Source: an optimization exercise on an open RTL-to-GDS flow (aim: a short achievable clock period and few clock cycles). Production flows keep margins and buffers that such runs may drop. Function was checked by simulation only, so behaviour that the tests miss may differ from the original. Power is estimated from default activity; no workload was simulated.

**design/flow/design.v**
```verilog
`timescale 1ns/1ps
`default_nettype none
package isa_pkg;
    localparam int xlen = 32;
    typedef logic [4:0]      reg_idx_t;
    typedef logic [xlen-1:0] word_t;
    typedef logic [4:0]      shamt_t;
    typedef enum logic [4:0] {
        op_rtype = 5'b00000,
        op_j     = 5'b00001,
        op_bne   = 5'b00010,
        op_addi  = 5'b00101,
        op_blt   = 5'b00110,
        op_sw    = 5'b00111,
        op_lw    = 5'b01000
    } opcode_t;
    typedef enum logic [4:0] {
        alu_add = 5'b00000,
        alu_sub = 5'b00001,
        alu_and = 5'b00010,
        alu_or  = 5'b00011,
        alu_sll = 5'b00100,
        alu_sra = 5'b00101
    } alu_op_t;
    localparam int op_hi    = 31;
    localparam int op_lo    = 27;
    localparam int rd_hi    = 26;
    localparam int rd_lo    = 22;
    localparam int rs_hi    = 21;
    localparam int rs_lo    = 17;
    localparam int rt_hi    = 16;
    localparam int rt_lo    = 12;
    localparam int shamt_hi = 11;
    localparam int shamt_lo = 7;
    localparam int aluop_hi = 6;
    localparam int aluop_lo = 2;
    localparam int imm_hi   = 16;
    localparam int imm_lo   = 0;
    localparam int imm_w    = 17;
    localparam int jt_w     = 27;    
endpackage
`default_nettype wire
`timescale 1ns/1ps
`default_nettype none
package pipe_pkg;
    typedef struct packed {
        logic    reg_write;
        logic    mem_read;
        logic    mem_write;
        logic    use_imm;        
        logic    is_branch_ne;
        logic    is_branch_lt;
        logic    is_jump;
        logic [4:0] alu_op;
    } ctrl_t;
    typedef struct packed {
        logic [31:0]insn;
        logic [31:0]pc_plus1;
    } fd_t;
    typedef struct packed {
        ctrl_t            ctrl;
        logic [4:0]        rd;
        logic [4:0]        rs;
        logic [4:0]        rt;            
        logic [4:0]          shamt;
        logic [31:0]           imm;
        logic [26:0]  jump_target;
        logic [31:0]           pc_plus1;
        logic [31:0]           op_a;
        logic [31:0]           op_b;
    } dx_t;
    typedef struct packed {
        ctrl_t    ctrl;
        logic [4:0]rd;
        logic [31:0]   alu_result;
        logic [31:0]   store_data;
    } xm_t;
    typedef struct packed {
        logic     reg_write;
        logic     mem_read;
        logic [4:0]rd;
        logic [31:0]   alu_result;
        logic [31:0]   load_data;
    } mw_t;
    typedef enum logic [1:0] {
        fwd_none = 2'b00,
        fwd_xm   = 2'b01,
        fwd_mw   = 2'b10
    } fwd_sel_t;
endpackage
`default_nettype wire
`timescale 1ns/1ps
`default_nettype none
module pc_counter #(
    parameter logic [31:0] reset_pc = '0
) (
    input  wire   clock,
    input  wire   rst,
    input  wire   stall,
    input  wire   redirect,
    input  isa_pkg::word_t redirect_pc,
    output isa_pkg::word_t pc,
    output isa_pkg::word_t pc_next_seq
);
    assign pc_next_seq = pc + isa_pkg::word_t'(1);    
    always_ff @(posedge clock) begin
        if (rst) begin
            pc <= reset_pc;
        end else if (redirect) begin
            pc <= redirect_pc;       
        end else if (!stall) begin
            pc <= pc_next_seq;
        end
    end
endmodule
`default_nettype wire
`timescale 1ns/1ps
`default_nettype none
module pipe_reg #(
    parameter int width = 1
) (
    input  wire      clock,
    input  wire      rst,
    input  wire      hold,
    input  wire      bubble,
    input  wire [width-1:0] d,
    output logic [width-1:0] q
);
    always_ff @(posedge clock) begin
        if (rst || bubble) begin
            q <= '0;
        end else if (!hold) begin
            q <= d;
        end
    end
endmodule
`default_nettype wire
`timescale 1ns/1ps
`default_nettype none
module decode_stage (
    input  pipe_pkg::fd_t      fd,
    output isa_pkg::reg_idx_t ctrl_read_reg_a,
    output isa_pkg::reg_idx_t ctrl_read_reg_b,
    input  isa_pkg::word_t    data_read_reg_a,
    input  isa_pkg::word_t    data_read_reg_b,
    output pipe_pkg::dx_t      dx
);
    isa_pkg::opcode_t opcode;
    pipe_pkg::ctrl_t   ctrl;
    logic    reads_rd;
    assign opcode   = isa_pkg::opcode_t'(fd.insn[isa_pkg::op_hi:isa_pkg::op_lo]);
    assign reads_rd = (opcode == isa_pkg::op_sw) || (opcode == isa_pkg::op_bne) || (opcode == isa_pkg::op_blt);
    assign ctrl_read_reg_a = fd.insn[isa_pkg::rs_hi:isa_pkg::rs_lo];
    assign ctrl_read_reg_b = reads_rd ? fd.insn[isa_pkg::rd_hi:isa_pkg::rd_lo] : fd.insn[isa_pkg::rt_hi:isa_pkg::rt_lo];
    always_comb begin
        ctrl = '0;
        case (opcode)
            isa_pkg::op_rtype: begin
                ctrl.reg_write = 1'b1;
                ctrl.alu_op    = isa_pkg::alu_op_t'(fd.insn[isa_pkg::aluop_hi:isa_pkg::aluop_lo]);
            end
            isa_pkg::op_addi: begin
                ctrl.reg_write = 1'b1;
                ctrl.use_imm   = 1'b1;
            end
            isa_pkg::op_lw: begin
                ctrl.reg_write = 1'b1;
                ctrl.mem_read  = 1'b1;
                ctrl.use_imm   = 1'b1;
            end
            isa_pkg::op_sw: begin
                ctrl.mem_write = 1'b1;
                ctrl.use_imm   = 1'b1;   
            end
            isa_pkg::op_bne:  ctrl.is_branch_ne = 1'b1;
            isa_pkg::op_blt:  ctrl.is_branch_lt = 1'b1;
            isa_pkg::op_j:    ctrl.is_jump      = 1'b1;
            default: ctrl = '0;          
        endcase
    end
    always_comb begin
        dx             = '0;
        dx.ctrl        = ctrl;
        dx.rd          = fd.insn[isa_pkg::rd_hi:isa_pkg::rd_lo];
        dx.rs          = ctrl_read_reg_a;
        dx.rt          = ctrl_read_reg_b;
        dx.shamt       = fd.insn[isa_pkg::shamt_hi:isa_pkg::shamt_lo];
        dx.imm         = {{(isa_pkg::xlen-isa_pkg::imm_w){fd.insn[isa_pkg::imm_hi]}}, fd.insn[isa_pkg::imm_hi:isa_pkg::imm_lo]};
        dx.jump_target = fd.insn[isa_pkg::jt_w-1:0];
        dx.pc_plus1    = fd.pc_plus1;
        dx.op_a        = data_read_reg_a;
        dx.op_b        = data_read_reg_b;
    end
endmodule
`default_nettype wire
`timescale 1ns/1ps
`default_nettype none
module ks_add #(
    parameter int W = 32
) (
    input  wire [W-1:0] a,
    input  wire [W-1:0] b,
    input  wire         cin,
    output wire [W-1:0] sum,
    output wire         cout
);
    localparam int L = 5;       
    logic [W-1:0] g [0:L];
    logic [W-1:0] p [0:L];
    logic [W-1:0] hp;
    assign hp = a ^ b;
    always_comb begin
        g[0] = a & b;
        p[0] = hp;
        g[0][0] = (a[0] & b[0]) | (hp[0] & cin);
        for (int l = 0; l < L; l++) begin
            for (int i = 0; i < W; i++) begin
                if (i >= (1 << l)) begin
                    g[l+1][i] = g[l][i] | (p[l][i] & g[l][i - (1 << l)]);
                    p[l+1][i] = p[l][i] & p[l][i - (1 << l)];
                end else begin
                    g[l+1][i] = g[l][i];
                    p[l+1][i] = p[l][i];
                end
            end
        end
    end
    assign sum  = hp ^ {g[L][W-2:0], cin};
    assign cout = g[L][W-1];
endmodule
module slt32 (
    input  wire [31:0] a,
    input  wire [31:0] b,
    output wire        lt
);
    logic [31:0] l [0:5];
    logic [31:0] e [0:5];
    always_comb begin
        l[0] = ~a & b;
        l[0][31] = a[31] & ~b[31];
        e[0] = ~(a ^ b);
        for (int k = 0; k < 5; k++) begin
            for (int i = 0; i < 32; i++) begin
                l[k+1][i] = 1'b0;
                e[k+1][i] = 1'b0;
            end
            for (int i = 0; i < (32 >> (k + 1)); i++) begin
                l[k+1][i] = l[k][2*i+1] | (e[k][2*i+1] & l[k][2*i]);
                e[k+1][i] = e[k][2*i+1] & e[k][2*i];
            end
        end
    end
    assign lt = l[5][0];
endmodule
`default_nettype wire
`timescale 1ns/1ps
`default_nettype none
module execute_stage (
    input  pipe_pkg::dx_t      dx,
    input  pipe_pkg::fwd_sel_t fwd_a,
    input  pipe_pkg::fwd_sel_t fwd_b,
    input  isa_pkg::word_t    xm_result,
    input  isa_pkg::word_t    mw_result,
    output pipe_pkg::xm_t      xm,
    output logic     redirect,
    output isa_pkg::word_t    redirect_pc
);
    isa_pkg::word_t src_a;
    isa_pkg::word_t src_b;
    isa_pkg::word_t alu_a;
    isa_pkg::word_t alu_b;
    isa_pkg::word_t alu_result;
    logic  is_branch;
    logic  not_equal;
    logic  less_than;
    logic  branch_taken;
    function automatic isa_pkg::word_t fwd_mux(input pipe_pkg::fwd_sel_t sel, input isa_pkg::word_t reg_val,
                                      input isa_pkg::word_t xm_val, input isa_pkg::word_t mw_val);
        case (sel)
            pipe_pkg::fwd_xm:  fwd_mux = xm_val;
            pipe_pkg::fwd_mw:  fwd_mux = mw_val;
            default: fwd_mux = reg_val;
        endcase
    endfunction
    assign src_a = fwd_mux(fwd_a, dx.op_a, xm_result, mw_result);    
    assign src_b = fwd_mux(fwd_b, dx.op_b, xm_result, mw_result);    
    assign is_branch = dx.ctrl.is_branch_ne || dx.ctrl.is_branch_lt;
    always_comb begin
        if (is_branch) begin
            alu_a = src_b;
            alu_b = src_a;
        end else begin
            alu_a = src_a;
            alu_b = dx.ctrl.use_imm ? dx.imm : src_b;
        end
    end
    alu u_alu (
        .op        (dx.ctrl.alu_op),
        .a         (alu_a),
        .b         (alu_b),
        .shamt     (dx.shamt),
        .result    (alu_result),
        .not_equal (not_equal),
        .less_than (less_than)
    );
    assign branch_taken = (dx.ctrl.is_branch_ne && not_equal) ||
                          (dx.ctrl.is_branch_lt && less_than);
    assign redirect     = branch_taken || dx.ctrl.is_jump;
    always_comb begin
        if (dx.ctrl.is_jump) begin
            redirect_pc = {{(isa_pkg::xlen-isa_pkg::jt_w){1'b0}}, dx.jump_target};
        end else begin
            redirect_pc = dx.pc_plus1 + dx.imm;      
        end
    end
    always_comb begin
        xm            = '0;
        xm.ctrl       = dx.ctrl;
        xm.rd         = dx.rd;
        xm.alu_result = alu_result;
        xm.store_data = src_b;       
    end
endmodule
`default_nettype wire
`timescale 1ns/1ps
`default_nettype none
module hazard_unit (
    input  isa_pkg::word_t    fd_insn,
    input  pipe_pkg::dx_t      dx,
    input  pipe_pkg::xm_t      xm,
    input  pipe_pkg::mw_t      mw,
    input  wire      redirect,
    output pipe_pkg::fwd_sel_t fwd_a,
    output pipe_pkg::fwd_sel_t fwd_b,
    output logic     stall,
    output logic     flush
);
    isa_pkg::opcode_t  fd_op;
    isa_pkg::reg_idx_t fd_rs;
    isa_pkg::reg_idx_t fd_src_b;
    logic     fd_uses_rs;
    logic     fd_uses_b;
    logic     fd_reads_rd;
    logic     xm_writes;
    logic     mw_writes;
    assign xm_writes = xm.ctrl.reg_write && !xm.ctrl.mem_read && (xm.rd != '0);
    assign mw_writes = mw.reg_write && (mw.rd != '0);
    always_comb begin
        if (xm_writes && (xm.rd == dx.rs)) begin
            fwd_a = pipe_pkg::fwd_xm;
        end else if (mw_writes && (mw.rd == dx.rs)) begin
            fwd_a = pipe_pkg::fwd_mw;
        end else begin
            fwd_a = pipe_pkg::fwd_none;
        end
    end
    always_comb begin
        if (xm_writes && (xm.rd == dx.rt)) begin
            fwd_b = pipe_pkg::fwd_xm;
        end else if (mw_writes && (mw.rd == dx.rt)) begin
            fwd_b = pipe_pkg::fwd_mw;
        end else begin
            fwd_b = pipe_pkg::fwd_none;
        end
    end
    assign fd_op       = isa_pkg::opcode_t'(fd_insn[isa_pkg::op_hi:isa_pkg::op_lo]);
    assign fd_rs       = fd_insn[isa_pkg::rs_hi:isa_pkg::rs_lo];
    assign fd_reads_rd = (fd_op == isa_pkg::op_sw) || (fd_op == isa_pkg::op_bne) || (fd_op == isa_pkg::op_blt);
    assign fd_src_b    = fd_reads_rd ? fd_insn[isa_pkg::rd_hi:isa_pkg::rd_lo] : fd_insn[isa_pkg::rt_hi:isa_pkg::rt_lo];
    assign fd_uses_rs  = (fd_op != isa_pkg::op_j);
    assign fd_uses_b   = fd_reads_rd || (fd_op == isa_pkg::op_rtype);
    assign stall = dx.ctrl.mem_read && (dx.rd != '0) &&
                   ((fd_uses_rs && (fd_rs == dx.rd)) ||
                    (fd_uses_b && (fd_src_b == dx.rd)));
    assign flush = redirect;
endmodule
`default_nettype wire
`timescale 1ns/1ps
`default_nettype none
module processor #(
    parameter logic [31:0] reset_pc = '0
) (
    input  wire      clock,
    input  wire      rst,
    output isa_pkg::word_t    address_imem,
    input  isa_pkg::word_t    q_imem,
    output isa_pkg::word_t    address_dmem,
    output isa_pkg::word_t    data,
    output logic     wren,
    input  isa_pkg::word_t    q_dmem,
    output logic     ctrl_write_enable,
    output isa_pkg::reg_idx_t ctrl_write_reg,
    output isa_pkg::reg_idx_t ctrl_read_reg_a,
    output isa_pkg::reg_idx_t ctrl_read_reg_b,
    output isa_pkg::word_t    data_write_reg,
    input  isa_pkg::word_t    data_read_reg_a,
    input  isa_pkg::word_t    data_read_reg_b
);
    logic [31:0] pc;
    logic [31:0] pc_plus1;
    logic [4:0]  f_op;
    logic [4:0]  f_rd, f_rs, f_rt, f_aop;
    logic        f_is_r, f_is_addi, f_is_lw, f_is_sw, f_is_bne, f_is_blt, f_is_jump;
    logic        f_is_branch;
    logic        f_reads_rd;
    logic [4:0]  f_rb;
    logic        f_we;
    logic [17:0] f_tgt_lo;
    logic [14:0] f_tgt_hi;
    logic [31:0] f_target;
    logic [31:0] f_next;
    assign address_imem = pc;
    function automatic logic [31:0] inc32(input logic [31:0] v);
        logic [31:0] c;
        c[0] = 1'b1;
        for (int i = 1; i < 32; i++) c[i] = c[i-1] & v[i-1];
        inc32 = v ^ c;
    endfunction
    function automatic logic [14:0] inc15(input logic [14:0] v);
        logic [14:0] c;
        c[0] = 1'b1;
        for (int i = 1; i < 15; i++) c[i] = c[i-1] & v[i-1];
        inc15 = v ^ c;
    endfunction
    function automatic logic [14:0] dec15(input logic [14:0] v);
        logic [14:0] c;
        c[0] = 1'b1;
        for (int i = 1; i < 15; i++) c[i] = c[i-1] & ~v[i-1];
        dec15 = v ^ c;
    endfunction
    assign pc_plus1 = inc32(pc);
    assign f_op  = q_imem[31:27];
    assign f_rd  = q_imem[26:22];
    assign f_rs  = q_imem[21:17];
    assign f_rt  = q_imem[16:12];
    assign f_aop = q_imem[6:2];
    assign f_is_r      = (f_op == isa_pkg::op_rtype);
    assign f_is_addi   = (f_op == isa_pkg::op_addi);
    assign f_is_lw     = (f_op == isa_pkg::op_lw);
    assign f_is_sw     = (f_op == isa_pkg::op_sw);
    assign f_is_bne    = (f_op == isa_pkg::op_bne);
    assign f_is_blt    = (f_op == isa_pkg::op_blt);
    assign f_is_jump   = (f_op == isa_pkg::op_j);
    assign f_is_branch = f_is_bne || f_is_blt;
    assign f_reads_rd  = f_is_sw || f_is_branch;
    assign f_rb        = f_reads_rd ? f_rd : f_rt;
    assign f_we        = (f_is_r || f_is_addi || f_is_lw) && (f_rd != 5'd0);
    logic [14:0] pc_hi_inc, pc_hi_dec;
    assign pc_hi_inc = inc15(pc[31:17]);
    assign pc_hi_dec = dec15(pc[31:17]);
    ks_add #(.W(17)) u_tgt (
        .a (pc[16:0]), .b (q_imem[16:0]), .cin (1'b1), .sum (f_tgt_lo[16:0]), .cout (f_tgt_lo[17])
    );
    always_comb begin
        case ({q_imem[16], f_tgt_lo[17]})
            2'b01:   f_tgt_hi = pc_hi_inc;
            2'b10:   f_tgt_hi = pc_hi_dec;
            default: f_tgt_hi = pc[31:17];
        endcase
    end
    assign f_target = {f_tgt_hi, f_tgt_lo[16:0]};
    localparam int BHT_BITS = 6;
    logic [1:0]          bht [0:(1 << BHT_BITS) - 1];
    logic [BHT_BITS-1:0] f_bidx;
    logic                f_early_ok;     
    logic                f_early_ne;     
    logic                f_pred_taken;
    assign f_bidx = pc[BHT_BITS-1:0];
    always_comb begin
        if (f_is_jump)         f_next = {5'b0, q_imem[26:0]};
        else if (f_pred_taken) f_next = f_target;
        else                   f_next = pc_plus1;
    end
    logic        x_valid;
    logic [4:0]  x_rd;
    logic [4:0]  x_rs;
    logic [4:0]  x_rb;
    logic [4:0]  x_shamt;
    logic [31:0] x_imm;
    logic        x_we_d;         
    logic        x_use_imm;      
    logic        x_sub;
    logic        x_sel_sum, x_sel_and, x_sel_or, x_sel_sll, x_sel_sra;
    logic        x_lw_d, x_sw_d, x_bne_d, x_blt_d;
    logic        x_addi_we;      
    logic [31:0] x_negimm;       
    logic        x_pred;         
    logic [31:0] x_alt;          
    logic [BHT_BITS-1:0] x_bidx;
    logic        x_bne_pt, x_bne_pn, x_blt_pt, x_blt_pn;    
    logic        x_fa_alu, x_fa_ld, x_fb_alu, x_fb_ld;
    assign ctrl_read_reg_a = x_rs;
    assign ctrl_read_reg_b = x_rb;
    logic        m_we;
    logic        m_load;
    logic        m_store;
    logic [4:0]  m_rd;
    logic [31:0] m_result;
    logic [31:0] m_data;
    logic        w_we;
    logic [4:0]  w_rd;
    logic [31:0] w_val;
    logic [31:0] src_a, src_b;
    logic [31:0] addend, sum, shl, sra, x_result;
    assign src_a = x_fa_alu ? m_result : x_fa_ld ? q_dmem : data_read_reg_a;
    assign src_b = x_fb_alu ? m_result : x_fb_ld ? q_dmem : data_read_reg_b;
    assign addend = x_use_imm ? x_imm : (src_b ^ {32{x_sub}});
    ks_add #(.W(32)) u_add (
        .a (src_a), .b (addend), .cin (x_sub), .sum (sum), .cout ()
    );
    assign shl    = src_a << x_shamt;
    assign sra    = isa_pkg::word_t'($signed(src_a) >>> x_shamt);
    assign x_result = ({32{x_sel_sum}} & sum) |
                      ({32{x_sel_and}} & (src_a & src_b)) |
                      ({32{x_sel_or}}  & (src_a | src_b)) |
                      ({32{x_sel_sll}} & shl) |
                      ({32{x_sel_sra}} & sra);
    logic x_ne, x_lt, x_mispredict, x_we;
    assign x_ne = (src_b != src_a);
    slt32 u_lt (.a (src_b), .b (src_a), .lt (x_lt));
    logic x_taken;
    assign x_taken      = (x_bne_d && x_ne) || (x_blt_d && x_lt);
    assign x_mispredict = x_valid && ((x_bne_pt && !x_ne) || (x_bne_pn && x_ne) ||
                                      (x_blt_pt && !x_lt) || (x_blt_pn && x_lt));
    assign f_early_ok = f_is_bne && x_valid && x_addi_we &&
                        (((f_rd == x_rd) && (f_rs == 5'd0)) || ((f_rs == x_rd) && (f_rd == 5'd0)));
    assign f_early_ne = (src_a != x_negimm);
    assign f_pred_taken = f_is_branch && (f_early_ok ? f_early_ne : bht[f_bidx][1]);
    assign x_we = x_valid && x_we_d;
    always_ff @(posedge clock) begin
        if (rst) begin
            pc      <= reset_pc;
            x_valid <= 1'b0;
        end else if (x_mispredict) begin
            pc      <= x_alt;
            x_valid <= 1'b0;
        end else begin
            pc      <= f_next;
            x_valid <= 1'b1;
        end
    end
    always_ff @(posedge clock) begin
        x_rd      <= f_rd;
        x_rs      <= f_rs;
        x_rb      <= f_rb;
        x_shamt   <= q_imem[11:7];
        x_imm     <= {{15{q_imem[16]}}, q_imem[16:0]};
        x_addi_we <= f_is_addi && (f_rd != 5'd0);
        x_negimm  <= inc32(~{{15{q_imem[16]}}, q_imem[16:0]});
        x_pred    <= f_pred_taken;
        x_alt     <= f_pred_taken ? pc_plus1 : f_target;
        x_bidx    <= f_bidx;
        x_bne_pt  <= f_is_bne &&  f_pred_taken;
        x_bne_pn  <= f_is_bne && !f_pred_taken;
        x_blt_pt  <= f_is_blt &&  f_pred_taken;
        x_blt_pn  <= f_is_blt && !f_pred_taken;
        x_we_d    <= f_we;
        x_use_imm <= f_is_addi || f_is_lw || f_is_sw;
        x_sub     <= f_is_r && (f_aop == isa_pkg::alu_sub);
        x_sel_sum <= f_is_addi || f_is_lw || f_is_sw ||
                     (f_is_r && ((f_aop == isa_pkg::alu_add) || (f_aop == isa_pkg::alu_sub)));
        x_sel_and <= f_is_r && (f_aop == isa_pkg::alu_and);
        x_sel_or  <= f_is_r && (f_aop == isa_pkg::alu_or);
        x_sel_sll <= f_is_r && (f_aop == isa_pkg::alu_sll);
        x_sel_sra <= f_is_r && (f_aop == isa_pkg::alu_sra);
        x_lw_d    <= f_is_lw;
        x_sw_d    <= f_is_sw;
        x_bne_d   <= f_is_bne;
        x_blt_d   <= f_is_blt;
        x_fa_alu  <= x_we && !x_lw_d && (x_rd == f_rs);
        x_fa_ld   <= x_we &&  x_lw_d && (x_rd == f_rs);
        x_fb_alu  <= x_we && !x_lw_d && (x_rd == f_rb);
        x_fb_ld   <= x_we &&  x_lw_d && (x_rd == f_rb);
    end
    logic                m_bvalid;
    logic                m_btaken;
    logic [BHT_BITS-1:0] m_bidx;
    always_ff @(posedge clock) begin
        if (rst) m_bvalid <= 1'b0;
        else     m_bvalid <= x_valid && (x_bne_d || x_blt_d);
        m_btaken <= x_taken;
        m_bidx   <= x_bidx;
    end
    always_ff @(posedge clock) begin
        if (rst) begin
            for (int i = 0; i < (1 << BHT_BITS); i++) bht[i] <= 2'b10;
        end else if (m_bvalid) begin
            if (m_btaken && (bht[m_bidx] != 2'b11))       bht[m_bidx] <= bht[m_bidx] + 2'd1;
            else if (!m_btaken && (bht[m_bidx] != 2'b00)) bht[m_bidx] <= bht[m_bidx] - 2'd1;
        end
    end
    always_ff @(posedge clock) begin
        if (rst) begin
            m_we    <= 1'b0;
            m_load  <= 1'b0;
            m_store <= 1'b0;
            w_we    <= 1'b0;
        end else begin
            m_we    <= x_we;
            m_load  <= x_valid && x_lw_d;
            m_store <= x_valid && x_sw_d;
            w_we    <= m_we;
        end
    end
    always_ff @(posedge clock) begin
        m_rd     <= x_rd;
        m_result <= x_result;
        m_data   <= src_b;
        w_rd     <= m_rd;
        w_val    <= m_load ? q_dmem : m_result;
    end
    assign address_dmem      = m_result;
    assign data              = m_data;
    assign wren              = m_store;
    assign ctrl_write_enable = w_we;
    assign ctrl_write_reg    = w_rd;
    assign data_write_reg    = w_val;
endmodule
`default_nettype wire
```
**design/flow/flow/run.sh**
```bash
#!/bin/bash
# Standard layout with two changes to synthesis: no adder-cell mapping step
# (ADDER_MAP_FILE empty), and ABC maps with flow/speed.abc, a depth-oriented
# script, so that the prefix adders in the RTL keep their short depth.
set -euo pipefail
HERE=$(pwd)
cat flow/abc_override.tcl synth_recipe.tcl > my_synth.tcl
sed "s#SYNTH_SCRIPT=[^ ]*#SYNTH_SCRIPT=$HERE/my_synth.tcl#" standard.sh > my_standard.sh
export MY_ABC_SCRIPT=$HERE/flow/speed.abc
export ADDER_MAP_FILE=
bash my_standard.sh > orfs_make.log 2>&1
```
**design/flow/flow/abc_override.tcl**
```tcl
# Technology mapping with our own ABC script (flow/speed.abc) instead of the
# platform's; everything else in synthesis is the standard script's.
proc abc {args} {
  set i [lsearch -exact $args -script]
  if { $i >= 0 } { lset args [expr { $i + 1 }] $::env(MY_ABC_SCRIPT) }
  puts "abc with our script: $args"
  yosys abc {*}$args
}
```
**design/flow/flow/speed.abc**
```
strash
balance
&get -n
&dch -f
&nf {D}
&put
buffer -c
upsize -c {D}
dnsize -c {D}
stime -p
```
**design/flow/standard.sh**
```bash
#!/bin/bash
# synth_recipe.tcl (not shown) runs the flow's synth.tcl, then flattens the netlist and writes it again
# the make line also repeats each setting of config.mk as NAME=value (left out here)
make -C /OpenROAD-flow-scripts/flow DESIGN_CONFIG=/design/flow/config.mk WORK_HOME=/design/flow/orfs CLKGATE_MAP_FILE= SYNTH_SCRIPT=/design/flow/synth_recipe.tcl "${@:-finish}"
```
**design/flow/config.mk**
```make
export PLATFORM = sky130hd
export DESIGN_NAME = processor
export DESIGN_NICKNAME = processor
export VERILOG_FILES = /design/flow/design.v
export SDC_FILE = /design/flow/constraint.sdc
export NUM_CORES = 4
export LEC_CHECK = 0
export CAP_MARGIN = 20
export CORE_MARGIN = 2
export CORE_UTILIZATION = 40
export PLACE_DENSITY = 0.6
export SETUP_SLACK_MARGIN = 4.0
export SLEW_MARGIN = 20
export TNS_END_PERCENT = 100
```
**design/flow/constraint.sdc**
```tcl
create_clock -name core_clock -period 5.8 [get_ports {clock}]
set_input_delay 1.1600 -clock core_clock [delete_from_list [all_inputs] [get_ports {clock}]]
set_output_delay 1.1600 -clock core_clock [all_outputs]
set_load 0.01 [all_outputs]
```
==> flow_summary.toml, run 1 <==
[power_and_ir_drop]
pwr-share-clk_pct = 34.0
netSwitchingFraction_pct = 34.0
combPwrFrac_pct = 33.9
power.density_nw_per_um2 = 233
p_int_w = 0.00630
peakVddDrop_mv = 0.214
leakage_nw = 15.9
p_sw_w = 0.00324
p_seq_share_pct = 32.1

[placed_design]
port_buffers = 274
dpl_worst_slack_ns = 0.532
post-dp-hpwl_um = 81500
routabilityCongestion = 1.01

[outcome]
status = "complete, no violations"

[clocking]
cts_tree = "built"
cts_buffer_depth = 3
ctsHtreeMaxLevel = 2
cts.clk_slew.worst_paths_ns = 0.06
clkLatencyLatePin_ns = 0.63
ctsHoldBuffers = 0
numCtsBuffers = 47
cts_sinks = 387
clock-root-buffer = "clkbuf_16"

[timing]
rsz0062_at_grt = "yes"
hold_violations = 0
finalCriticalPeriod_ns = 4.15
setup_viol = 0
finalMaxSlewViolations = 0
max_freq_ghz = 0.241
fin_skew_ns = 0.0384
final.period_utilization_pct = 71.5
setup_ws_ns = 1.65
slew-limit-headroom_pct = 22.9
tightest_slew_ns = 1.16
whs_ns = 0.328
setup_tns_ns = 0

[route]
routed_wl_um = 131000
route.detailed.drc = 0
firstDrtPassIters = 8
drtAntennaViolNets = 0
wire_per_inst_um = 28.7
drtIter0Drc = 3173
drt-vias-per-instance = 6.23
vias = 28500

[logic_synthesis]
synthSimpleGateAreaFrac_pct = 18.6
seq_area_frac_synth_pct = 35.4
synth.distinct_cells = 91
netlist_instances = 2983
synth-edff-count = 128
synth.cell_area_um2 = 25500
synth_top_family_by_area = "compound AO/OA/AOI/OAI gates"
synth-adder-area-share_pct = 0.314
syn-num-nets = 3113
synth-compound-area-share_pct = 20.8
synthArstFlopShare_pct = 0
synth_mux_area_share_pct = 13.3
synthXorXnorAreaFrac_pct = 6.77
synth_ff_type = "dfxtp_1"
ys_ff_latch = 387
ys_warn_count = 10
avgSynthCellArea_um2 = 8.54

[worst_setup_path]
critPathMaxFanout = 6
path_class = "reg -> reg"
end_kind = "flop"
startpoint_type = "flop"
crit_arrival_ns = 4.68
cp.required_ns = 6.33

[final_layout]
final_cell_mix = "buf_4, buf_6, nand2_1"
layout_commonest_cell = "buf_4"
fin_util_pct = 65.1
layout.nets = 3822
drive_gt1_share_pct = 46.2
syn2layout_area_growth_pct = 61.0

[job]
cap_violations = 0

[global_routing]
track_usage_pct = 37.1
grt_pass1_wl_um = 184000
grt_pass1_vias = 27800
grt_max_degree = 97
grt_overflow = 0
antenna_found_initial = 3

[hold_path]
min_path_type = "reg -> reg"

[die]
coreArea_um2 = 63000
die_h_um = 256
rows = 92
num_io_pins = 275
dieArea_um2 = 65700
start_util_pct = 40.5
die_w_um = 256
layer usage:
metal | global-route usage, % | up-vias | part of all wire (%)
met3 | 6.89 | 563 | 8.1
li1 | - | 12300 | -
met1 | 43.2 | 13900 | 36
met5 | 0 | - | 0.012
met2 | 61.7 | 1738 | 46
met4 | 25.9 | 2 | 9.3
timing repair:
item                                    in CTS  in global routing
gates cloned                                27                  2
resized for setup                         1565                347
pin swaps                                  222                140
setup buffers                              382                122
endpoints found under the setup margin     564                530
flip-flops by register name, indices dropped and copies added, names as in the netlist, 6 cells and up:
name	count
m_data	32
x_imm	16
x_negimm	18
x_bidx	6
m_bidx	6
m_result	32
w_val	32
bht	128
x_alt	32
pc	32
cell usage after synthesis, drive strengths merged (82+ instances only):
cell type / number / area [µm²]
nor2: 268 / 1010
a21oi: 233 / 1190
o21ai: 190 / 977
mux2: 89 / 1000
clkbuf: 170 / 639
nor3: 82 / 420
mux2i: 169 / 1710
dfxtp: 259 / 5180
nand3: 82 / 410
nand2: 291 / 1090
xnor2: 139 / 1220
edfxtp: 128 / 3840
worst max-delay path: stages (launching register included):
cell	delay (ns)
dfxtp_4	0.44
buf_4	0.20
buf_6	0.16
mux2_4	0.35
mux2_4	0.32
xnor2_2	0.15
nand4_1	0.32
a21oi_2	0.34
nand4_1	0.33
o311a_4	0.51
nand2b_4	0.19
and3_1	0.18
or3_1	0.38
a21oi_1	0.17
kinds of logic (layout without fill, tap and decap cells):
logic type	count (synthesis)	in the layout
other	0	3
buffers and inverters	291	1034
AND/OR/NAND/NOR	1001	1006
adder cells (fa/ha/maj)	8	8
multiplexers	288	288
flip-flops	387	387
XOR/XNOR	196	196
AO/OA/AOI/OAI	812	812
through the flow:
stage	cells	instance area, µm²	total power [W]
after floorplan	2983	27300	0.00442
after global placement	3956	30300	0.00513
after detailed placement	3956	30300	0.00514
after CTS	4453	38600	0.00915
after global routing	4577	41000	0.00977
final	4580	41000	0.00954
power groups by stage:
stage	Clock, W	Sequential [W]	Combinational [W]
after floorplan	0	0.00309	0.00133
after global placement	0	0.00313	0.00199
after detailed placement	0	0.00314	0.00200
after CTS	0.00325	0.00305	0.00285
after global routing	0.00336	0.00307	0.00335
final	0.00324	0.00306	0.00324
path summary, 6_finish.rpt:
kind	start	to	depth (start not counted)	slack, ns
worst min register to register	x_bidx[5]	m_bidx[5]	0	0.33
worst max-delay path	x_fa_ld	pc[0]	13	1.65
worst max register to register	x_fa_ld	pc[0]	13	1.65
worst min-delay path	x_bidx[5]	m_bidx[5]	0	0.33
layout make-up:
class,instances,area [µm²]
antenna,3,7.51
clock buffer,65,1310
clock inverter,23,343
fill,4928,21900
inverter,52,211
multi-input combinational,2310,19600
sequential,387,9340
tap,846,1060
timing repair buffer,894,9200
Testbench counts, summed over its fixed seeds: cycles 155,958.
==> run 2, diff against run 1 <==
--- a/design/flow/design.v
+++ b/design/flow/design.v
@@ -460,5 +460,5 @@
     end
     assign f_target = {f_tgt_hi, f_tgt_lo[16:0]};
-    localparam int BHT_BITS = 6;
+    localparam int BHT_BITS = 4;
     logic [1:0]          bht [0:(1 << BHT_BITS) - 1];
     logic [BHT_BITS-1:0] f_bidx;
@@ -523,7 +523,7 @@
     assign x_mispredict = x_valid && ((x_bne_pt && !x_ne) || (x_bne_pn && x_ne) ||
                                       (x_blt_pt && !x_lt) || (x_blt_pn && x_lt));
-    assign f_early_ok = f_is_bne && x_valid && x_addi_we &&
+    assign f_early_ok = f_is_bne && x_valid && x_addi_we && !x_fa_alu && !x_fa_ld &&
                         (((f_rd == x_rd) && (f_rs == 5'd0)) || ((f_rs == x_rd) && (f_rd == 5'd0)));
-    assign f_early_ne = (src_a != x_negimm);
+    assign f_early_ne = (data_read_reg_a != x_negimm);     
     assign f_pred_taken = f_is_branch && (f_early_ok ? f_early_ne : bht[f_bidx][1]);
     assign x_we = x_valid && x_we_d;
@@ -573,12 +573,17 @@
         x_fb_ld   <= x_we &&  x_lw_d && (x_rd == f_rb);
     end
+    logic [1:0]          x_bctr;
     logic                m_bvalid;
+    logic [1:0]          m_bctr_inc, m_bctr_dec;
     logic                m_btaken;
     logic [BHT_BITS-1:0] m_bidx;
+    assign x_bctr = bht[x_bidx];
     always_ff @(posedge clock) begin
         if (rst) m_bvalid <= 1'b0;
         else     m_bvalid <= x_valid && (x_bne_d || x_blt_d);
-        m_btaken <= x_taken;
-        m_bidx   <= x_bidx;
+        m_btaken   <= x_taken;
+        m_bidx     <= x_bidx;
+        m_bctr_inc <= (x_bctr == 2'b11) ? 2'b11 : x_bctr + 2'd1;
+        m_bctr_dec <= (x_bctr == 2'b00) ? 2'b00 : x_bctr - 2'd1;
     end
     always_ff @(posedge clock) begin
@@ -586,6 +591,5 @@
             for (int i = 0; i < (1 << BHT_BITS); i++) bht[i] <= 2'b10;
         end else if (m_bvalid) begin
-            if (m_btaken && (bht[m_bidx] != 2'b11))       bht[m_bidx] <= bht[m_bidx] + 2'd1;
-            else if (!m_btaken && (bht[m_bidx] != 2'b00)) bht[m_bidx] <= bht[m_bidx] - 2'd1;
+            bht[m_bidx] <= m_btaken ? m_bctr_inc : m_bctr_dec;
         end
     end
==> run 2 against run 1 <==
Die area shrank 17%. Combinational power shrank 26%. Highest routed layer unchanged. Routed wire length is 18% lower. First-iteration DRC count fell by 28%. Flip-flop and latch count decreased by 96. Worst setup slack gained 0.36 ns. Via count decreased by 13%. Final cell count fell by 12%. Synthesized cell count is 12% lower.
==> flow_summary.toml, run 2 <==
[worst_setup_path]
startpoint = "data_read_reg_a[15]"
startpoint_type = "primary input"
critPathCapture = "pc[3]"
rrSetupSlack_ns = 2.04
end_kind = "flop"
cp.required_ns = 6.28
critPathMaxFanout = 6
r2r-start = "x_fa_ld"
crit_arrival_ns = 4.27
reg2reg_depth = 15
reg2reg_to = "pc[3]"
path_class = "in -> reg"

[hold_path]
min_path_type = "reg -> reg"

[power_and_ir_drop]
peakVddDrop_mv = 0.200
p_seq_share_pct = 32.1
p_int_w = 0.00469
netSwitchingFraction_pct = 34.3
power.density_nw_per_um2 = 204
leakage_nw = 14.0
finalPower_w = 0.00714
p_sw_w = 0.00245
combPwrFrac_pct = 33.7
pwr-share-clk_pct = 34.2

[logic_synthesis]
avgSynthCellArea_um2 = 8.02
seq_area_frac_synth_pct = 29.3
syn-num-nets = 2750
synth_top_area_cell = "dfxtp_1"
synth-edff-count = 32
synth.cell_area_um2 = 21000
ys_warn_count = 10
synth.distinct_cells = 92
yosys-top-cells-area = "dfxtp_1, mux2i_1, a21oi_1, nand2_1, xnor2_1"
yosysMostFrequentCell = "nand2_1"
netlist_instances = 2620
synth_ff_type = "dfxtp_1"
synth_commonest_cells = "nand2_1, dfxtp_1, nor2_1"
yosys.area.top_type_share_pct = 24.7
synthArstFlopShare_pct = 0
ys_ff_latch = 291

[clocking]
numCtsBuffers = 36
clkLatencyLatePin_ns = 0.59
cts_tree = "built"
cts.clk_slew.worst_paths_ns = 0.06
cts_buffer_depth = 3
clock-root-buffer = "clkbuf_16"
ctsHtreeMaxLevel = 2
cts_sinks = 291

[die]
rows = 83
coreArea_um2 = 51600
die_w_um = 233
dieArea_um2 = 54400
num_io_pins = 275
die_h_um = 233
start_util_pct = 40.7

[route]
route.detailed.drc = 0
vias = 24700
firstDrtPassIters = 6
drtAntennaViolNets = 0
drtIter0Drc = 2292
routed_wl_um = 107000
drt-vias-per-instance = 6.16
wire_per_inst_um = 26.7

[placed_design]
routabilityCongestion = 1.03
post-dp-hpwl_um = 68200
dpl_worst_slack_ns = 0.697
port_buffers = 274

[timing]
slew-limit-headroom_pct = 25.5
tightest_slew_ns = 1.11
setup_ws_ns = 2.01
final.period_utilization_pct = 65.3
finalMaxSlewViolations = 0
max_freq_ghz = 0.264
setup_tns_ns = 0
hold_violations = 0
finalCriticalPeriod_ns = 3.79
rsz0062_at_grt = "yes"
setup_viol = 0
fin_skew_ns = 0.0278

[global_routing]
grt_max_degree = 65
grt_pass1_vias = 24200
grt_pass1_wl_um = 152000
antenna_found_initial = 7
grt_overflow = 0
track_usage_pct = 37.5

[outcome]
status = "complete, no violations"

[final_layout]
layout.nets = 3433
final_cell_mix = "buf_4, buf_6, nand2_1"
layout_commonest_cell = "buf_4"
fillerInstances = 3907
syn2layout_area_growth_pct = 66.3
drive_gt1_share_pct = 49.0

[job]
cap_violations = 0
-- run 2: cell types whose count changed after synthesis, moves of 25 or more --
cell	previous run	this run
a21o_1	50	17
a22oi_1	30	4
clkbuf_1	169	113
edfxtp_1	128	32
nand3_1	82	44
nor3_1	80	40
xnor2_1	138	113
-- run 2: cell families (layout without fill, tap and decap cells) --
kind of cell,count (synthesis),in the layout,share of synthesized area [%]
AO/OA/AOI/OAI,759,759,23.4
XOR/XNOR,190,190,7.99
adder cells (fa/ha/maj),9,9,0.429
buffers and inverters,228,937,4.86
flip-flops,291,291,29.3
multiplexers,284,284,15.1
other,0,5,0
AND/OR/NAND/NOR,859,860,19.0
-- run 2: worst min-delay path by stage --
stage	slack [ns]	to	startpoint	cells past startpoint
floorplan	0.31	w_rd[0]	m_rd[0]	0
global placement	0.31	w_rd[4]	m_rd[4]	0
detailed placement	0.32	w_rd[4]	m_rd[4]	0
CTS	0.33	w_rd[4]	m_rd[4]	0
global route	0.33	w_rd[3]	m_rd[3]	0
finish	0.33	w_rd[3]	m_rd[3]	0
-- run 2: stage by stage --
step	area (µm²)	hold WS, ns	std cells	util [%]
global route	34900	0.335	4012	67.7
CTS	32800	0.330	3898	63.5
detailed placement	25200	0.317	3462	48.8
finish	34900	0.329	4015	67.7
global placement	25200	0.310	3462	48.8
floorplan	22100	0.310	2620	-
-- run 2: cell type report --
class | instances | area, µm² | area share, %
multi-input combinational | 2102 | 17900 | 51.2
timing repair buffer | 824 | 8230 | 23.6
sequential | 291 | 6460 | 18.5
clock buffer | 44 | 1020 | 2.93
tap | 680 | 851 | 2.44
clock inverter | 21 | 248 | 0.709
inverter | 47 | 200 | 0.573
antenna | 5 | 12.5 | 0.0358
timing repair inverter | 1 | 7.51 | 0.0215
-- run 2: worst max-delay path: stages --
cell	delay (ns)
buf_2	0.12
mux2_4	0.31
mux2i_4	0.30
xnor2_2	0.15
nor4_4	0.32
nand4b_1	0.29
nor2_2	0.28
nand3_2	0.17
mux2i_2	0.30
a31o_4	0.23
buf_6	0.10
buf_8	0.12
buf_12	0.14
nor2_2	0.05
a311oi_2	0.23
-- run 2: per-layer routing --
| layer | routed length, µm | vias to the layer above | global-route usage, % | part of all wire, % |
|---|---|---|---|---|
| met5 | 60 | - | 0 | 0.056 |
| met4 | 11000 | 4 | 30.7 | 10 |
| met3 | 8770 | 554 | 7.60 | 8.2 |
| met2 | 50500 | 1467 | 63.7 | 47 |
| met1 | 36900 | 11900 | 40.3 | 34 |
| li1 | - | 10800 | - | - |
-- run 2: power groups by stage --
stage               sequential, W  combinational (W)  clock (W)
detailed placement        0.00234            0.00157          0
floorplan                 0.00231           0.000999          0
finish                    0.00229            0.00241    0.00244
global placement          0.00234            0.00156          0
global route              0.00230            0.00252    0.00253
CTS                       0.00228            0.00212    0.00245
-- run 2: repair_timing --
action / in CTS / in global routing
hold buffers: 0 / 0
setup endpoints to repair: 376 / 316
pin swaps: 279 / 178
gates cloned: 19 / 4
setup buffers: 352 / 108
gates resized for setup: 1834 / 368
Testbench counts of run 2, summed over its fixed seeds: cycles 156,123.
==> run 3, diff against run 2 <==
--- a/design/flow/design.v
+++ b/design/flow/design.v
@@ -473,4 +473,7 @@
     end
     logic        x_valid;
+    logic        x_live;         
+    logic        r_redirect;     
+    logic [31:0] r_alt;          
     logic [4:0]  x_rd;
     logic [4:0]  x_rs;
@@ -521,17 +524,18 @@
     logic x_taken;
     assign x_taken      = (x_bne_d && x_ne) || (x_blt_d && x_lt);
-    assign x_mispredict = x_valid && ((x_bne_pt && !x_ne) || (x_bne_pn && x_ne) ||
+    assign x_mispredict = x_live && ((x_bne_pt && !x_ne) || (x_bne_pn && x_ne) ||
                                       (x_blt_pt && !x_lt) || (x_blt_pn && x_lt));
-    assign f_early_ok = f_is_bne && x_valid && x_addi_we && !x_fa_alu && !x_fa_ld &&
+    assign f_early_ok = f_is_bne && x_live && x_addi_we && !x_fa_alu && !x_fa_ld &&
                         (((f_rd == x_rd) && (f_rs == 5'd0)) || ((f_rs == x_rd) && (f_rd == 5'd0)));
     assign f_early_ne = (data_read_reg_a != x_negimm);     
     assign f_pred_taken = f_is_branch && (f_early_ok ? f_early_ne : bht[f_bidx][1]);
-    assign x_we = x_valid && x_we_d;
+    assign x_we   = x_live && x_we_d;
+    assign x_live = x_valid && !r_redirect;
     always_ff @(posedge clock) begin
         if (rst) begin
             pc      <= reset_pc;
             x_valid <= 1'b0;
-        end else if (x_mispredict) begin
-            pc      <= x_alt;
+        end else if (r_redirect) begin
+            pc      <= r_alt;
             x_valid <= 1'b0;
         end else begin
@@ -581,5 +585,5 @@
     always_ff @(posedge clock) begin
         if (rst) m_bvalid <= 1'b0;
-        else     m_bvalid <= x_valid && (x_bne_d || x_blt_d);
+        else     m_bvalid <= x_live && (x_bne_d || x_blt_d);
         m_btaken   <= x_taken;
         m_bidx     <= x_bidx;
@@ -595,4 +599,9 @@
     end
     always_ff @(posedge clock) begin
+        if (rst) r_redirect <= 1'b0;
+        else     r_redirect <= x_mispredict;
+        r_alt <= x_alt;
+    end
+    always_ff @(posedge clock) begin
         if (rst) begin
             m_we    <= 1'b0;
@@ -602,6 +611,6 @@
         end else begin
             m_we    <= x_we;
-            m_load  <= x_valid && x_lw_d;
-            m_store <= x_valid && x_sw_d;
+            m_load  <= x_live && x_lw_d;
+            m_store <= x_live && x_sw_d;
             w_we    <= m_we;
         end
==> run 3 against run 2 <==
Critical path depth fell by 3. Critical path type unchanged. Routed wire length increased by 1.4%. Worst setup slack better by 0.29 ns. Critical endpoint is now m_result[24]. Power is 5.0% higher. Combinational power grew 2%. Cell area rose by 1.2%. Non-clock buffer count is 2 higher. Via count grew 2.0%. Clock skew fell by 0.0039 ns. Sequential share of layout area increased by 1.7 points.
==> flow_summary.toml, run 3 <==
[power_and_ir_drop]
netSwitchingFraction_pct = 33.4
p_sw_w = 0.00251
leakage_nw = 14.4
p_int_w = 0.00499
pwr-share-clk_pct = 32.8
power.density_nw_per_um2 = 212
p_seq_share_pct = 34.3
combPwrFrac_pct = 32.9
peakVddDrop_mv = 0.234

[logic_synthesis]
synth.distinct_cells = 98
netlist_instances = 2624
synth_commonest_cells = "dfxtp_1, nand2_1, a21oi_1"
yosys-top-cells-area = "dfxtp_1, mux2i_1, a21oi_1, nand2_1, mux2_2"
synth_ff_type = "dfxtp_1"
ys_warn_count = 10
ys_ff_latch = 324
syn-num-nets = 2754
avgSynthCellArea_um2 = 8.13
synth.cell_area_um2 = 21300
yosysMostFrequentCell = "dfxtp_1"
yosys.area.top_type_share_pct = 27.4
synth-edff-count = 32
synthArstFlopShare_pct = 0
seq_area_frac_synth_pct = 31.9
synth_top_area_cell = "dfxtp_1"

[worst_setup_path]
reg2reg_to = "m_result[24]"
reg2reg_depth = 13
critPathMaxFanout = 5
r2r-start = "x_fb_ld"
cp.required_ns = 6.20
crit_arrival_ns = 3.89
rrSetupSlack_ns = 2.34
path_class = "in -> reg"
startpoint_type = "primary input"
end_kind = "flop"

[outcome]
status = "complete, no violations"

[global_routing]
grt_overflow = 0
grt_max_degree = 62
grt_pass1_wl_um = 153000
track_usage_pct = 35.7
antenna_found_initial = 10
grt_pass1_vias = 24600

[clocking]
cts_sinks = 324
cts_buffer_depth = 3
numCtsBuffers = 38
cts.clk_slew.worst_paths_ns = 0.06
cts_tree = "built"
clock-root-buffer = "clkbuf_16"
ctsHtreeMaxLevel = 2
clkLatencyLatePin_ns = 0.57

[timing]
fin_skew_ns = 0.0239
max_freq_ghz = 0.286
setup_viol = 0
tightest_slew_ns = 1.08
rsz0062_at_grt = "yes"
finalMaxSlewViolations = 0
setup_tns_ns = 0
slew-limit-headroom_pct = 28.0
hold_violations = 0
finalCriticalPeriod_ns = 3.50
final.period_utilization_pct = 60.3

[die]
dieArea_um2 = 55200
num_io_pins = 275
start_util_pct = 40.5
rows = 84
coreArea_um2 = 52700
die_h_um = 235
die_w_um = 235

[route]
wire_per_inst_um = 26.9
drtAntennaViolNets = 0
firstDrtPassIters = 8
vias = 25200
drtIter0Drc = 3032
route.detailed.drc = 0
routed_wl_um = 109000
drt-vias-per-instance = 6.24

[final_layout]
layout_commonest_cell = "buf_4"
fillerInstances = 3872
final_area_um2 = 35400
multi_input_area_um2 = 18000
drive_gt1_share_pct = 51.6
fin_cells = 4044
syn2layout_area_growth_pct = 65.9
final_cell_mix = "buf_4, buf_6, nand2_1"
regArea_um2 = 7130
layout.nets = 3450

[placed_design]
routabilityCongestion = 1.01
post-dp-hpwl_um = 65900
placed_cell_area_um2 = 25300
dp.cells = 3461
port_buffers = 274

[hold_path]
min_path_type = "reg -> reg"
hold_end = "w_rd[0]"
hold_depth = 0
hp-start = "m_rd[0]"

[job]
cap_violations = 0
==> run 3: cell count changes after synthesis, moves of 10 or more <==
cell      delta
a211oi_2    -14
a21boi_0    -12
a21oi_1     +23
dfxtp_1     +33
mux2i_1     -41
nor2b_1     +13
nor3_1      +10
o221a_2     +14
xor2_1      -12
==> run 3: stage by stage <==
step	utilization [%]	worst slack [ns]	power (W)	hold WS, ns
3_5_place_dp	48.0	0.966	0.00414	0.312
2_1_floorplan	-	2.29	0.00355	0.310
3_3_place_gp	48.0	0.984	0.00413	0.310
4_1_cts	62.6	2.46	0.00713	0.325
5_1_grt	67.2	2.25	0.00771	0.328
6_report	67.2	2.30	0.00750	0.326
==> run 3: cell families after synthesis <==
kind of cell	share of synthesized area, %
AOI/OAI and AO/OA	23.2
xor gates and xnor gates	7.17
adders and majority gates	0.581
and+or+nand+nor	18.9
buffers and inverters	4.61
DFF	31.9
muxes	13.6
==> run 3: critical path, stage by stage <==
cell and delay (ns):
dlygate4sd2_1 0.26, mux2i_1 0.20, o21ai_2 0.14, xnor2_2 0.20
a21o_1 0.23, maj3_2 0.39, o31ai_4 0.31, nand4_1 0.21
o211ai_4 0.17, a211o_1 0.17, nand2_1 0.05, o211ai_1 0.40
==> run 3: routing by layer <==
layer	up-vias	GRT usage, %	part of all wire, %
met5	-	0	0.011
met4	2	18.3	7.5
met3	548	8.08	9.7
met2	1611	59.3	46
met1	12200	43.3	37
li1	10900	-	-
==> run 3: repair_timing <==
item,CTS,global route
buffers inserted,358,127
pin swaps,334,195
hold buffers,0,0
gates cloned,20,2
resized for setup,1947,358
endpoints found under the setup margin,385,286
==> run 3: cell type report <==
type / count / share of cell area, %
sequential: 324 / 20.2
multi-input combinational: 2080 / 50.8
clock buffer: 52 / 2.98
inverter: 48 / 0.591
clock inverter: 16 / 0.509
tap: 688 / 2.43
timing repair buffer: 826 / 22.5
antenna: 8 / 0.0566
timing repair inverter: 2 / 0.0460
==> run 3: power by group through the flow <==
stage | logic (W) | registers, W | clock network (W)
floorplan | 0.000969 | 0.00258 | 0
global placement | 0.00151 | 0.00262 | 0
detailed placement | 0.00151 | 0.00263 | 0
CTS | 0.00211 | 0.00255 | 0.00247
global route | 0.00257 | 0.00258 | 0.00256
finish | 0.00247 | 0.00257 | 0.00246
==> run 3: how the worst max path moves through the flow <==
stage                     startpoint            to  cells after the start  slack (ns)
after floorplan           q_imem[13]        pc[30]                     12        2.29
after global placement    q_dmem[13]    r_redirect                     12        0.98
after detailed placement  q_dmem[13]    r_redirect                     12        0.97
after CTS                    x_fb_ld    r_redirect                     13        2.46
after global routing         x_fb_ld  m_result[24]                     14        2.25
final                      q_dmem[1]  m_result[24]                     12        2.30
Testbench counts of run 3, summed over its fixed seeds: cycles 158,071.
==> run 4, diff against run 3 <==
--- a/design/flow/flow/run.sh
+++ b/design/flow/flow/run.sh
@@ -3,4 +3,6 @@
 # (ADDER_MAP_FILE empty), and ABC maps with flow/speed.abc, a depth-oriented
 # script, so that the prefix adders in the RTL keep their short depth.
+# Ports are buffered with buf_4 cells (the placer's default pick was a delay
+# buffer, which the footprint-matched resizing could not replace).
 set -euo pipefail
 HERE=$(pwd)
@@ -9,3 +11,4 @@
 export MY_ABC_SCRIPT=$HERE/flow/speed.abc
 export ADDER_MAP_FILE=
+export BUFFER_PORTS_ARGS="-buffer_cell sky130_fd_sc_hd__buf_4"
 bash my_standard.sh > orfs_make.log 2>&1
==> run 4 against run 3 <==
Combinational power shrank 17%. Via count shrank 8.4%. Final cell count shrank 6.9%. Synthesized cell count is the same. Cell area shrank 9.3%. First-iteration DRC count shrank 15%. Flip-flop and latch count is the same. Highest routed layer unchanged.
==> flow_summary.toml, run 4 <==
[outcome]
status = "complete, no violations"

[route]
firstDrtPassIters = 8
drt-vias-per-instance = 6.14
drtIter0Drc = 2578
route.detailed.drc = 0
drtAntennaViolNets = 0
routed_wl_um = 97200
vias = 23100
wire_per_inst_um = 25.8

[timing]
rsz0062_at_grt = "yes"
fin_skew_ns = 0.0197
final.period_utilization_pct = 58.3
setup_tns_ns = 0
slew-limit-headroom_pct = 30.9
max_freq_ghz = 0.296
whs_ns = 0.326
tightest_slew_ns = 1.04
finalMaxSlewViolations = 0
setup_viol = 0
finalCriticalPeriod_ns = 3.38
hold_violations = 0

[worst_setup_path]
end_kind = "flop"
reg2reg_to = "m_result[30]"
crit_path_cell_trace = "buf_12, and2_4, maj3_2, a221oi_4, o21ai_2, buf_4, buf_6, buf_6, a2111o_1, nand2_1, o32a_1, xnor2_2, o221ai_2, and2_1"
cp.required_ns = 6.26
critPathCapture = "pc[23]"
crit_arrival_ns = 3.84
critPathMaxFanout = 5
reg2reg_depth = 13
worst_path_largest_cell_delay_ns = 0.49
cp_slowest_cell = "a2111o_1"
startpoint = "q_imem[13]"
r2r-start = "x_fb_ld"
path_common_cell = "buf_6"
rrSetupSlack_ns = 2.55
startpoint_type = "primary input"
path_class = "in -> reg"

[power_and_ir_drop]
power.density_nw_per_um2 = 226
peakVddDrop_mv = 0.214
pwr-share-clk_pct = 36.1
p_int_w = 0.00492
p_seq_share_pct = 35.6
netSwitchingFraction_pct = 32.1
combPwrFrac_pct = 28.2
p_sw_w = 0.00233
leakage_nw = 12.7

[logic_synthesis]
synth_top_area_cell = "dfxtp_1"
netlist_instances = 2624
yosys.area.top_type_share_pct = 27.4
synthArstFlopShare_pct = 0
synth_commonest_cells = "dfxtp_1, nand2_1, a21oi_1"
avgSynthCellArea_um2 = 8.13
synth-edff-count = 32
yosys-top-cells-area = "dfxtp_1, mux2i_1, a21oi_1, nand2_1, mux2_2"
syn-num-nets = 2754
synth.distinct_cells = 98
synth.cell_area_um2 = 21300
ys_warn_count = 10
seq_area_frac_synth_pct = 31.9
yosysMostFrequentCell = "dfxtp_1"
ys_ff_latch = 324
synth_ff_type = "dfxtp_1"

[global_routing]
busiest_layer = "met2"
grt_pass1_vias = 22300
met2_usage_pct = 54.6
use_met1_pct = 42.8
grt_pass1_wl_um = 140000
grt_overflow = 0
antenna_found_initial = 3
track_usage_pct = 32.8
use_met3_pct = 5.25
grt_max_degree = 83

[die]
rows = 84
dieArea_um2 = 55200
start_util_pct = 40.5
num_io_pins = 275
coreArea_um2 = 52700
die_w_um = 235
die_h_um = 235

[clocking]
cts_tree = "built"
clock-root-buffer = "clkbuf_16"
cts.clk_slew.worst_paths_ns = 0.06
ctsHoldBuffers = 0
ctsHtreeMaxLevel = 2
numCtsBuffers = 39
clkLatencyLatePin_ns = 0.57
cts_buffer_depth = 3
cts_sinks = 324

[job]
cap_violations = 0

[placed_design]
routabilityCongestion = 0.997
placed_cell_area_um2 = 24500
port_buffers = 274
post-dp-hpwl_um = 64700

[final_layout]
layout.nets = 3174
syn2layout_area_growth_pct = 50.4
drive_gt1_share_pct = 45.3
final_area_um2 = 32100
fillerInstances = 4350
layout_commonest_cell = "buf_4"
final_cell_mix = "buf_4, nand2_1, nor2_1"

[hold_path]
min_path_type = "reg -> reg"
## run 4: changes by cell type in the layout (fill, tap and decap cells not counted), moves of 27 or more
cell | previous run | this run
dfxtp_2 | 53 | 85
nand2_1 | 227 | 254
dfxtp_1 | 170 | 141
buf_6 | 244 | 148
dlygate4sd2_1 | 27 | 0
o21ai_2 | 63 | 31
buf_2 | 82 | 0
a21oi_1 | 169 | 205
## run 4: cell type report
| cell class | count | area, µm² | area share (%) |
|---|---|---|---|
| Antenna cell | 2 | 5.00 | 0.0156 |
| Timing Repair inverter | 2 | 16.3 | 0.0507 |
| Multi-Input combinational cell | 2080 | 16900 | 52.6 |
| Tap cell | 688 | 861 | 2.68 |
| Clock buffer | 55 | 1180 | 3.68 |
| Sequential cell | 324 | 7160 | 22.3 |
| Clock inverter | 17 | 188 | 0.585 |
| Inverter | 48 | 214 | 0.667 |
| Timing Repair Buffer | 549 | 5590 | 17.4 |
## run 4: what timing repair did
action / in CTS / in global routing
endpoints found under the setup margin: 334 / 279
pin swaps: 128 / 134
resized for setup: 710 / 267
gates cloned: 21 / 4
buffers inserted: 150 / 75
## run 4: cell families after synthesis
kind of cell,count (synthesis),synth area share [%]
buffers and inverters,225,4.61
muxes,255,13.6
and+or+nand+nor,866,18.9
DFF,324,31.9
adders and majority gates,12,0.581
xor gates and xnor gates,172,7.17
AOI/OAI and AO/OA,770,23.2
## run 4: how the worst min path moves through the flow
| stage | endpoint | cells past startpoint | slack (ns) | start |
|---|---|---|---|---|
| 2_1_floorplan | r_alt[0] | 0 | 0.31 | x_alt[0] |
| 3_3_place_gp | r_alt[22] | 0 | 0.31 | x_alt[22] |
| 3_5_place_dp | r_alt[0] | 0 | 0.31 | x_alt[0] |
| 4_1_cts | w_rd[0] | 0 | 0.32 | m_rd[0] |
| 5_1_grt | w_rd[2] | 0 | 0.33 | m_rd[2] |
| 6_report | r_alt[2] | 0 | 0.33 | x_alt[2] |
## run 4: through the flow
stage               util [%]  instances  worst slack [ns]  total power (W)
finish                  60.9       3765              2.42          0.00725
global route            60.9       3765              2.40          0.00749
CTS                     57.3       3684              2.52          0.00700
detailed placement      46.4       3441              1.55          0.00409
global placement        46.4       3441              1.52          0.00407
floorplan                  -       2624              2.29          0.00355
## run 4: worst max-delay path: cells and delay by family
family	cells	cell delay [ns]
compound gates	5	1.24
buf+inv	4	0.49
simple gates	3	0.44
fa+ha+maj	1	0.34
xor+xnor	1	0.17
## run 4: routing by layer
layer  share of wire (%)  routed length (µm)  up-vias
met3                 8.8                8540      297
met2                  48               46300     1248
met5               0.013                  13        -
li1                    -                   -    10300
met1                  39               38200    11300
met4                 4.2                4090        2
## run 4: power by group through the flow
stage	logic, W	clock network [W]	registers, W
floorplan	0.000969	0	0.00258
global placement	0.00146	0	0.00261
detailed placement	0.00147	0	0.00262
CTS	0.00179	0.00264	0.00257
global route	0.00215	0.00273	0.00260
finish	0.00205	0.00262	0.00258
==> run 5, diff against run 4 <==
--- a/design/flow/flow/run.sh
+++ b/design/flow/flow/run.sh
@@ -5,8 +5,9 @@
 # Ports are buffered with buf_4 cells (the placer's default pick was a delay
 # buffer, which the footprint-matched resizing could not replace).
+# The resizer may also swap cells across footprints.
 set -euo pipefail
 HERE=$(pwd)
 cat flow/abc_override.tcl synth_recipe.tcl > my_synth.tcl
-sed "s#SYNTH_SCRIPT=[^ ]*#SYNTH_SCRIPT=$HERE/my_synth.tcl#" standard.sh > my_standard.sh
+sed -e "s#SYNTH_SCRIPT=[^ ]*#SYNTH_SCRIPT=$HERE/my_synth.tcl MATCH_CELL_FOOTPRINT=0#" standard.sh > my_standard.sh
 export MY_ABC_SCRIPT=$HERE/flow/speed.abc
 export ADDER_MAP_FILE=
==> run 5 against run 4 <==
Still clean. Clock skew is 0.0066 ns higher. Non-clock buffer count is 42 higher. Final cell count is 1.1% higher. Hold slack better by 0.00073 ns. Combinational power is 2% higher. First-iteration DRC count is 3.5% lower. Register-to-register slack worse by 0.12 ns. Power is 2.4% higher. Core utilization is 0.50 points higher. Critical path type unchanged.
==> flow_summary.toml, run 5 <==
[worst_setup_path]
startpoint_type = "primary input"
cp_slowest_cell = "o211ai_1"
crit_path_cell_trace = "buf_4, mux2_4, a211o_1, a31oi_4, xnor2_4, nand3_4, nor4_4, o2111ai_2, o211ai_1, a21boi_1, xor2_1, o211ai_1"
rrSetupSlack_ns = 2.43
worst_path_largest_cell_delay_ns = 0.37
critPathMaxFanout = 4
reg2reg_to = "m_result[25]"
end_kind = "flop"
reg2reg_depth = 13
r2r-start = "x_fb_ld"
cp.required_ns = 6.24
crit_arrival_ns = 3.82
path_class = "in -> reg"
path_common_cell = "o211ai_1"

[power_and_ir_drop]
netSwitchingFraction_pct = 32.5
peakVddDrop_mv = 0.262
pwr-share-clk_pct = 36.9
power.density_nw_per_um2 = 230
p_sw_w = 0.00241
leakage_nw = 12.8
p_seq_share_pct = 34.9
combPwrFrac_pct = 28.3
p_int_w = 0.00501

[global_routing]
track_usage_pct = 33.2
grt_pass1_wl_um = 141000
antenna_found_initial = 6
grt_max_degree = 68
grt_pass1_vias = 22500
grt_overflow = 0

[hold_path]
hold_end = "r_alt[19]"
hp-start = "x_alt[19]"
min_path_type = "reg -> reg"
hold_depth = 0

[clocking]
cts.clk_slew.worst_paths_ns = 0.06
clock-root-buffer = "clkbuf_16"
clkLatencyLatePin_ns = 0.59
cts_buffer_depth = 3
ctsHtreeMaxLevel = 2
numCtsBuffers = 40
cts_sinks = 324
cts_tree = "built"
ctsHoldBuffers = 0

[die]
die_w_um = 235
num_io_pins = 275
rows = 84
coreArea_um2 = 52700
start_util_pct = 40.5
die_h_um = 235
dieArea_um2 = 55200

[timing]
setup_viol = 0
rsz0062_at_grt = "yes"
finalCriticalPeriod_ns = 3.38
slew-limit-headroom_pct = 27.7
tightest_slew_ns = 1.09
fin_skew_ns = 0.0263
max_freq_ghz = 0.296
final.period_utilization_pct = 58.3
finalMaxSlewViolations = 0
setup_tns_ns = 0
hold_violations = 0

[logic_synthesis]
synth_ff_type = "dfxtp_1"
ys_ff_latch = 324
yosysMostFrequentCell = "dfxtp_1"
avgSynthCellArea_um2 = 8.13
netlist_instances = 2624
synth-edff-count = 32
synth_top_area_cell = "dfxtp_1"
syn-num-nets = 2754
yosys-top-cells-area = "dfxtp_1, mux2i_1, a21oi_1, nand2_1, mux2_2"
synthArstFlopShare_pct = 0
synth.distinct_cells = 98
synth.cell_area_um2 = 21300
ys_warn_count = 10
synth_commonest_cells = "dfxtp_1, nand2_1, a21oi_1"
yosys.area.top_type_share_pct = 27.4
seq_area_frac_synth_pct = 31.9

[route]
route.detailed.drc = 0
drt-vias-per-instance = 6.10
wire_per_inst_um = 25.9
drtAntennaViolNets = 0
firstDrtPassIters = 6
vias = 23200
routed_wl_um = 98600
drtIter0Drc = 2488

[placed_design]
post-dp-hpwl_um = 66100
port_buffers = 274
routabilityCongestion = 0.948

[final_layout]
layout.nets = 3214
layout_commonest_cell = "buf_4"
syn2layout_area_growth_pct = 51.6
fin_util_pct = 61.4
final_cell_mix = "buf_4, nand2_1, nor2_1"
drive_gt1_share_pct = 46.5

[job]
cap_violations = 0

[outcome]
status = "complete, no violations"
[run 5: worst max path at each step]
stage                           from      endpoint  depth (start not counted)
after CTS                 q_dmem[16]  m_result[25]                         12
final                     q_dmem[16]  m_result[25]                         12
after global placement     x_use_imm  m_result[25]                         12
after detailed placement   x_use_imm  m_result[25]                         12
after floorplan           q_imem[13]        pc[30]                         12
after global routing        x_fb_alu  m_result[26]                         12
[run 5: what timing repair did]
item                                    in CTS  in global routing
endpoints found under the setup margin     333                278
setup buffers                              181                 91
cloned                                      13                  4
hold endpoints to repair                     0                  0
pin swaps                                  178                146
resized for setup                          741                245
[run 5: logic make-up after synthesis]
| logic type | synth area share [%] |
|---|---|
| fa+ha+maj | 0.581 |
| flops | 31.9 |
| simple gates | 18.9 |
| xor+xnor | 7.17 |
| buf+inv | 4.61 |
| compound gates | 23.2 |
| mux | 13.6 |
[run 5: routing by layer]
metal	share of wire (%)	vias up	track usage [%]
li1	-	10400	-
met2	47	1180	55.2
met1	40	11300	42.0
met4	5.2	4	14.9
met5	0.030	-	0
met3	8.1	306	5.79
[run 5: area by class of cell]
class	count	area [µm²]
Clock buffer	50	1080
Timing Repair inverter	2	18.8
Inverter	48	234
Antenna cell	4	10.0
Multi-Input combinational cell	2077	17000
Sequential cell	324	7170
Tap cell	688	861
Clock inverter	23	355
Fill cell	4339	20300
Timing Repair Buffer	591	5640
[run 5: per-stage QoR]
stage          instance area [µm²]  instances  power [W]  worst slack (ns)  hold WS (ns)
2_1_floorplan                22300       2624    0.00356              2.30         0.310
3_3_place_gp                 24500       3441    0.00409             0.743         0.311
3_5_place_dp                 24500       3441    0.00410             0.841         0.312
4_1_cts                      30400       3708    0.00719              2.48         0.327
5_1_grt                      32300       3806    0.00766              2.41         0.331
6_report                     32300       3807    0.00742              2.42         0.326
[run 5: power by group through the flow]
stage / clock network, W / registers [W] / logic, W
4_1_cts: 0.00276 / 0.00259 / 0.00185
3_3_place_gp: 0 / 0.00263 / 0.00146
3_5_place_dp: 0 / 0.00264 / 0.00147
6_report: 0.00274 / 0.00259 / 0.00210
2_1_floorplan: 0 / 0.00259 / 0.000976
5_1_grt: 0.00285 / 0.00260 / 0.00220
[run 5: worst max-delay path: cells and delay by family]
family	cells	cell delay, ns
AO/OA/AOI/OAI	6	1.45
XOR/XNOR	2	0.37
buffers and inverters	1	0.13
multiplexers	1	0.27
AND/OR/NAND/NOR	2	0.45

-- static timing again, ports no longer ideal --
Ports are ideal in the flow. The routed layouts listed here were re-timed in OpenROAD.
Step 1 assumes that a clkbuf_16 drives the clock port and a buf_2 every other input.
Step 2 moves the port delays by t, midway between the first and last clock arrival at a register: inputs arrive t later, outputs are due t later. That takes back most of the time a late clock gives input paths.
Three values: no drivers, after step 1, after step 2; two values: the first two.
run	t, ns	setup WS [ns]	hold slack, ns
run 1	0.676	1.651 / 1.651 / 1.045	0.328 / 0.328 / 0.328
run 2	0.639	2.014 / 2.042 / 1.404	0.329 / 0.329 / 0.329
run 3	0.617	2.304 / 2.341 / 1.730	0.326 / 0.326 / 0.326
run 4	0.627	2.418 / 2.432 / 1.805	0.326 / 0.326 / 0.326
run 5	0.636	2.420 / 2.431 / 1.809	0.326 / 0.326 / 0.326
After both steps every run listed still meets setup and hold. For run 4, which loses most, drivers alone change the setup slack by +0.014 ns; drivers and shift together by -0.613 ns.
